What follows belongs to an exercise in optimizing a design on an open flow for small area, a short achievable clock period and few clock cycles per item; a production flow would make more cautious choices. For this run, only the layout was checked, not whether the RTL still works. Power and IR drop assume default switching activity.

--- flow/config.mk ---
export PLATFORM = sky130hd
export DESIGN_NAME = fan_step_hysteresis_level
export DESIGN_NICKNAME = fan_step_hysteresis_level
export VERILOG_FILES = /design/flow/design.v
export SDC_FILE = /design/flow/constraint.sdc
export NUM_CORES = 4
export LEC_CHECK = 0
export CAP_MARGIN = 20
export CORE_MARGIN = 2
export CORE_UTILIZATION = 40
export SLEW_MARGIN = 20
--- flow/constraint.sdc ---
create_clock -name core_clock -period 5.0 [get_ports {clk}]
set_input_delay 1.0000 -clock core_clock [delete_from_list [all_inputs] [get_ports {clk}]]
set_output_delay 1.0000 -clock core_clock [all_outputs]
set_load 0.01 [all_outputs]
--- flow/design.v ---
package fshl_pkg;
	localparam int TEMP_W      = 10;
	localparam int LEVEL_W     = 3;
	localparam int RPM_W       = 16;
	localparam int CFG_IDX_W   = 3;
	localparam int CFG_DATA_W  = 64;
	localparam int NUM_REGS    = 7;
	localparam int LEVELS_DEF  = 7;
	localparam int BYTE_W      = 8;
	localparam int RPM_LSB     = 48;
	localparam int ON_CPU_LSB  = 0;
	localparam int ON_REG_LSB  = 8;
	localparam int ON_CHG_LSB  = 16;
	localparam int OFF_CPU_LSB = 24;
	localparam int OFF_REG_LSB = 32;
	localparam int OFF_CHG_LSB = 40;
	typedef logic signed [TEMP_W-1:0] temp_t;
	typedef logic [CFG_DATA_W-1:0]    level_word_t;
	typedef logic [RPM_W-1:0]         rpm_t;
	typedef struct packed {
		logic fell;
		logic rose;
	} walk_ctl_t;
	function automatic temp_t sbyte_ext(input logic [BYTE_W-1:0] b);
		sbyte_ext = {{(TEMP_W - BYTE_W){b[BYTE_W-1]}}, b};
	endfunction
endpackage
module fshl_lane (
	input  fshl_pkg::temp_t       t_cpu,
	input  fshl_pkg::temp_t       t_reg,
	input  fshl_pkg::temp_t       t_chg,
	input  fshl_pkg::level_word_t level_word,
	output logic                  go_up,
	output logic                  go_down
);
	fshl_pkg::temp_t on_cpu, on_reg, on_chg;
	fshl_pkg::temp_t off_cpu, off_reg, off_chg;
	assign on_cpu  = fshl_pkg::sbyte_ext(level_word[fshl_pkg::ON_CPU_LSB  +: fshl_pkg::BYTE_W]);
	assign on_reg  = fshl_pkg::sbyte_ext(level_word[fshl_pkg::ON_REG_LSB  +: fshl_pkg::BYTE_W]);
	assign on_chg  = fshl_pkg::sbyte_ext(level_word[fshl_pkg::ON_CHG_LSB  +: fshl_pkg::BYTE_W]);
	assign off_cpu = fshl_pkg::sbyte_ext(level_word[fshl_pkg::OFF_CPU_LSB +: fshl_pkg::BYTE_W]);
	assign off_reg = fshl_pkg::sbyte_ext(level_word[fshl_pkg::OFF_REG_LSB +: fshl_pkg::BYTE_W]);
	assign off_chg = fshl_pkg::sbyte_ext(level_word[fshl_pkg::OFF_CHG_LSB +: fshl_pkg::BYTE_W]);
	assign go_up   = (t_cpu > on_cpu) || ((t_reg > on_reg) && (t_chg > on_chg));
	assign go_down = (t_cpu < off_cpu) && (t_reg < off_reg) && (t_chg < off_chg);
endmodule
module fshl_merge #(
	parameter int LEVELS = fshl_pkg::LEVELS_DEF,
	parameter int LW     = $clog2(LEVELS)
) (
	input  logic [LW-1:0]       lv_now,
	input  fshl_pkg::walk_ctl_t ctl,
	input  logic [LEVELS-1:0]   up_vec,
	input  logic [LEVELS-1:0]   dn_vec,
	output logic [LW-1:0]       lv_next
);
	logic [LW-1:0] lv_up;
	logic [LW-1:0] lv_dn;
	always_comb begin
		lv_up = LW'(LEVELS - 1);
		for (int j = LEVELS - 1; j >= 0; j--) begin
			if ((LW'(j) >= lv_now) && !up_vec[j]) begin
				lv_up = LW'(j);
			end
		end
	end
	always_comb begin
		lv_dn = '0;
		for (int j = 0; j < LEVELS; j++) begin
			if ((LW'(j) <= lv_now) && ((j == 0) || !dn_vec[j])) begin
				lv_dn = LW'(j);
			end
		end
	end
	always_comb begin
		priority if (ctl.fell) begin
			lv_next = lv_dn;
		end else if (ctl.rose) begin
			lv_next = lv_up;
		end else begin
			lv_next = lv_now;
		end
	end
endmodule
module fan_step_hysteresis_level #(
	parameter int LEVELS = fshl_pkg::LEVELS_DEF
) (
	input  logic                           clk,
	input  logic                           arst_n,
	input  logic                           in_valid,
	output logic                           in_stall,
	input  fshl_pkg::temp_t                cpu_temp,
	input  fshl_pkg::temp_t                temp_regulator,
	input  fshl_pkg::temp_t                charger_temp,
	input  logic                           powered,
	output logic                           out_valid,
	input  logic                           out_stall,
	output logic [fshl_pkg::RPM_W-1:0]     target_rpm,
	output logic [fshl_pkg::LEVEL_W-1:0]   fan_level,
	input  logic                           cfg_valid,
	output logic                           cfg_ready,
	input  logic [fshl_pkg::CFG_IDX_W-1:0] cfg_index,
	input  logic [fshl_pkg::CFG_DATA_W-1:0] cfg_data
);
	localparam int LW = $clog2(LEVELS);
	fshl_pkg::level_word_t   level_reg_q [LEVELS];
	logic [LW-1:0] level_now_q;
	fshl_pkg::temp_t         last_cpu_q, last_reg_q, last_chg_q;
	logic          s1_valid_q;
	fshl_pkg::temp_t         t_cpu_s1, t_reg_s1, t_chg_s1;
	logic          out_valid_q;
	fshl_pkg::rpm_t          rpm_q;
	logic [LW-1:0] fan_level_q;
	logic              in_acc;
	logic              s1_done;
	fshl_pkg::walk_ctl_t         ctl;
	logic [LEVELS-1:0] up_vec;
	logic [LEVELS-1:0] dn_vec;
	logic [LW-1:0]     lv_next;
	assign cfg_ready = 1'b1;
	assign in_stall  = s1_valid_q;
	assign in_acc    = in_valid && !in_stall;
	assign s1_done = s1_valid_q && (!out_valid_q || !out_stall);
	always_ff @(posedge clk or negedge arst_n) begin
		if (!arst_n) begin
			for (int i = 0; i < LEVELS; i++) begin
				level_reg_q[i] <= '0;
			end
		end else if (cfg_valid && cfg_ready) begin
			for (int i = 0; i < LEVELS; i++) begin
				if ((i < fshl_pkg::NUM_REGS) && (int'(cfg_index) == i)) begin
					level_reg_q[i] <= cfg_data;
				end
			end
		end
	end
	always_ff @(posedge clk or negedge arst_n) begin
		if (!arst_n) begin
			s1_valid_q <= 1'b0;
		end else if (in_acc && powered) begin
			s1_valid_q <= 1'b1;
		end else if (s1_done) begin
			s1_valid_q <= 1'b0;
		end
	end
	always_ff @(posedge clk) begin
		if (in_acc && powered) begin
			t_cpu_s1 <= cpu_temp;
			t_reg_s1 <= temp_regulator;
			t_chg_s1 <= charger_temp;
		end
	end
	assign ctl.fell = (t_cpu_s1 < last_cpu_q) || (t_reg_s1 < last_reg_q) ||
	                  (t_chg_s1 < last_chg_q);
	assign ctl.rose = (t_cpu_s1 > last_cpu_q) || (t_reg_s1 > last_reg_q) ||
	                  (t_chg_s1 > last_chg_q);
	for (genvar g = 0; g < LEVELS; g++) begin : g_lane
		fshl_lane u_lane (
			.t_cpu      (t_cpu_s1),
			.t_reg      (t_reg_s1),
			.t_chg      (t_chg_s1),
			.level_word (level_reg_q[g]),
			.go_up      (up_vec[g]),
			.go_down    (dn_vec[g])
		);
	end
	fshl_merge #(
		.LEVELS (LEVELS),
		.LW     (LW)
	) u_merge (
		.lv_now  (level_now_q),
		.ctl     (ctl),
		.up_vec  (up_vec),
		.dn_vec  (dn_vec),
		.lv_next (lv_next)
	);
	always_ff @(posedge clk or negedge arst_n) begin
		if (!arst_n) begin
			level_now_q <= '0;
			last_cpu_q  <= '0;
			last_reg_q  <= '0;
			last_chg_q  <= '0;
		end else if (s1_done) begin
			level_now_q <= lv_next;
			last_cpu_q  <= t_cpu_s1;
			last_reg_q  <= t_reg_s1;
			last_chg_q  <= t_chg_s1;
		end
	end
	always_ff @(posedge clk or negedge arst_n) begin
		if (!arst_n) begin
			out_valid_q <= 1'b0;
		end else if (s1_done) begin
			out_valid_q <= 1'b1;
		end else if (!out_stall) begin
			out_valid_q <= 1'b0;
		end
	end
	always_ff @(posedge clk) begin
		if (s1_done) begin
			rpm_q       <= level_reg_q[lv_next][fshl_pkg::RPM_LSB +: fshl_pkg::RPM_W];
			fan_level_q <= lv_next;
		end
	end
	assign out_valid  = out_valid_q;
	assign target_rpm = rpm_q;
	assign fan_level  = fshl_pkg::LEVEL_W'(fan_level_q);
endmodule
--- flow/run.sh ---
#!/bin/bash
# synth_recipe.tcl (not shown) runs the flow's synth.tcl, then flattens the netlist and writes it again
# the make line also repeats each setting of config.mk as NAME=value (left out here)
make -C /OpenROAD-flow-scripts/flow DESIGN_CONFIG=/design/flow/config.mk WORK_HOME=/design/flow/orfs CLKGATE_MAP_FILE= SYNTH_SCRIPT=/design/flow/synth_recipe.tcl finish
==> notes.md <==
## cells by family (layout without fill, tap and decap cells)
kind of cell    count (synthesis)  after routing  synth area share (%)
compound gates                560            560                  12.9
fa+ha+maj                     372            372                  16.8
buf+inv                       419            622                  5.93
mux                           289            289                  11.8
flops                         484            484                  44.7
simple gates                  449            449                  7.75
other cells                     1              1                0.0136
## through the flow
stage	hold slack (ns)	utilization, %	cell area [um^2]	power [mW]
after global placement	0.474	43.9	30100	10.2
after detailed placement	0.484	43.9	30100	10.5
after global routing	0.511	47.0	32200	15.7
after floorplan	0.456	-	27600	8.75
after CTS	0.498	46.9	32100	15.0
final	0.475	47.0	32200	14.9
## path summary, 6_finish.rpt
path                                           startpoint                        endpoint  cells past startpoint
worst min-delay path                               arst_n   level_reg_q[5][0]$_DFFE_PN0P_                      1
worst min register to register  last_reg_q[0]$_DFFE_PN0P_       last_reg_q[0]$_DFFE_PN0P_                      2
max in group asynchronous                          arst_n  level_reg_q[6][49]$_DFFE_PN0P_                      2
min in group core_clock         last_reg_q[0]$_DFFE_PN0P_       last_reg_q[0]$_DFFE_PN0P_                      2
worst max register to register      t_chg_s1[5]$_DFFE_PP_              rpm_q[8]$_DFFE_PP_                     14
worst max-delay path                t_chg_s1[5]$_DFFE_PP_              rpm_q[8]$_DFFE_PP_                     14
## cell type report
cell class                 count  area (um^2)
multi-input combinational   1671        13700
tap                          882         1100
clock buffer                  73         1550
sequential                   484        12400
timing repair buffer         179         1760
clock inverter                30          457
fill                        6187        36300
inverter                     340         1290
## where the power goes
part / leakage, nW / internal [mW] / switching, mW
combinational: 8.03 / 2.23 / 2.80
clock: 0.970 / 2.74 / 1.72
sequential: 5.72 / 4.93 / 0.452
total: 14.7 / 9.89 / 4.97
## registers in the layout, indices dropped and copies added (netlist names)
signal	flops
level_now_q	3
s1_valid_q	1
last_cpu_q	10
last_chg_q	10
t_cpu_s1	10
t_reg_s1	10
fan_level_q	3
last_reg_q	10
out_valid_q	1
t_chg_s1	10
level_reg_q	400
rpm_q	16
## worst max-delay path: cells and delay by family (launching register included)
family                   cells  cell delay [ns]
adder cells (fa/ha/maj)      1             0.36
buffers and inverters        2             0.51
AND/OR/NAND/NOR              4             0.56
multiplexers                 1             0.29
AO/OA/AOI/OAI                6             1.93
flip-flops                   1             0.81
## routing by layer
metal  up-vias  share of wire (%)  global-route usage [%]  routed length, um
li1       9507                  -                       -                  -
met1      9899                 46                    28.6              34500
met2       377                 48                    36.8              36300
met3       134                3.6                    2.80               2770
met4         8                2.9                    6.51               2190
met5         -              0.075                       0                 57
## cells in the final DEF, fill, tap and decap left out, types with 9 or more instances in the layout
cell,count
a2111oi_0,17
a211o_1,9
a211oi_1,23
a21o_1,35
a21oi_1,79
a221oi_1,35
a31oi_1,10
buf_4,47
bufinv_16,11
clkbuf_1,9
clkbuf_16,56
clkdlybuf4s50_1,122
clkinv_2,10
dfrtp_1,435
edfxtp_1,49
ha_1,372
inv_1,337
mux2_2,285
nand2_1,237
nand2b_1,25
nand3_1,23
nand4_1,37
nor2_1,34
nor2b_1,16
nor3_1,21
nor4_1,9
o2111ai_1,9
o211ai_1,11
o21a_1,18
o21ai_0,236
o2bb2ai_1,16
## repair_timing
item / in CTS / in global routing
resized for setup: 0 / 1
buffers inserted: 0 / 11
endpoints found under the setup margin: 0 / 10
## cell usage after synthesis, drive strengths merged, types with 10 or more instances
cell type / instances
nor2: 37
clkbuf: 63
o211ai: 11
nor2b: 16
a31oi: 10
nand3: 23
a211oi: 24
dfrtp: 435
a2111oi: 18
edfxtp: 49
inv: 339
buf: 16
o2bb2ai: 16
nand2: 238
a21o: 35
mux2: 286
o21a: 18
nand4: 37
nand2b: 25
a221oi: 35
nor3: 23
o21ai: 241
ha: 372
a21oi: 79
==> out/results.ini <==
[status]
status = finished clean

[global_routing]
gr-total-overflow = 0
antenna_found_initial = 4
grt_use_total_pct = 21.6
grt_pass1_vias = 20900
grt_pass1_wl_mm = 119
grt_max_degree = 116

[job]
maxCapViolCount = 0

[layout]
layout.cells.non_filler = 3659
area_growth_pct = 16.5
nNetsFinal = 3206
diodes = 0
drive_above_1_share_pct = 16.4

[sta]
fmax_mhz = 211
hold_viol = 0
max_slew_margin_pct = 26.0
tns_ns = 0
rsz0062_at_grt = false
fin_crit_sh_pct = 95.0
setup_viol = 0
tightest_slew_ns = 1.11
setup_slack_ns = 0.251
min_period_ns = 4.75
fin_skew_ns = 0.0136
drv_slew = 0

[die]
die_area_mm2 = 0.0712
die_x_um = 267
row_count = 96
initial_utilization_pct = 40.3
die_h_um = 267
fp.coreArea_mm2 = 0.0685
io_pins = 125

[synthesis]
async_flop_share_pct = 89.9
synth_nets = 3049
synth_seq_cells = 484
synth_top_cell_area_share_pct = 39.4
yosys_warnings = 5
synth_area_per_cell_um2 = 10.7
synth_top_cell_by_area = dfrtp_1
synth_cell_types = 76
synth_cells = 2574
synth_area_mm2 = 0.0276
synth.top_cells.by_area = dfrtp_1 39%, ha_1 17%, mux2_2 12%
synth_edf_count = 49
ys.flop_type = dfrtp_1
synth_seq_area_share_pct = 44.7

[drt]
drtIter0Drc = 1241
drtPass1Iterations = 5
vias = 19900
routed_via_density = 5.45
ant_nets = 0
drc = 0
wl_per_cell_um = 20.7
wl_mm = 75.9

[setup_path]
critPathMaxFanout = 19
crit_type = register to register
critPathMaxStageDelay_ns = 0.81
cp-start-kind = register
crit_chain = ha_1, nand4_1, nor3_1, a211oi_1, o211ai_1, o311ai_0, buf_4, nand3b_1, o31ai_1, nand2_4, buf_4, mux2_2, a221oi_1, o2bb2ai_1
end_kind = register
cp_slowest_cell = edfxtp_1
cp_common_cell = buf_4
required_ns = 5.36
ff2ff_setup_slack_ns = 0.25
cp.arrival_ns = 5.11

[clocking]
clock_sinks = 484
cts_tree = built
cts.clk_slew.worst_paths_ns = 0.06
cts-root-buf = clkbuf_16
ctsHoldBuffers = 0
clk_latency_ns = 0.62
clock_path_buffers = 3
cts.htree.levels = 2
cts_buffers = 55

[placed_design]
place_ws_ns = 0.221
gp_congestion = 0.868
placedCellCount = 3545
dp_hpwl_mm = 53.1
io_buffers = 123

[worst_hold_path]
hold_path_class = primary input to async pin

[pwr]
leakagePower_nw = 14.7
vdd_ir_drop_max_mv = 0.350
power_density_mw_per_mm2 = 462

-- re-timing with driven ports --
How much do the figures lean on ideal ports? The routed layout below was timed once more, with nothing changed but the port constraints.
Step 1: set_driving_cell puts a clkbuf_16 on clk and a buf_2 on each other input, an assumption about the parent block.
Step 2 times the ports against the registers' clock, not the clock port: input delays grow and output delays shrink by t, the midpoint of the rising clock arrivals with the driver on.
Three values: ideal, step 1, step 2; two values: the first two.
t (ns): 0.668
slack for setup (ns): 0.251 / 0.251 / 0.251
pins driven straight from the clock port: 1
After both steps setup and hold are still met in this run. For this run, drivers alone change the setup slack by 0.000 ns; drivers and shift together by 0.000 ns.
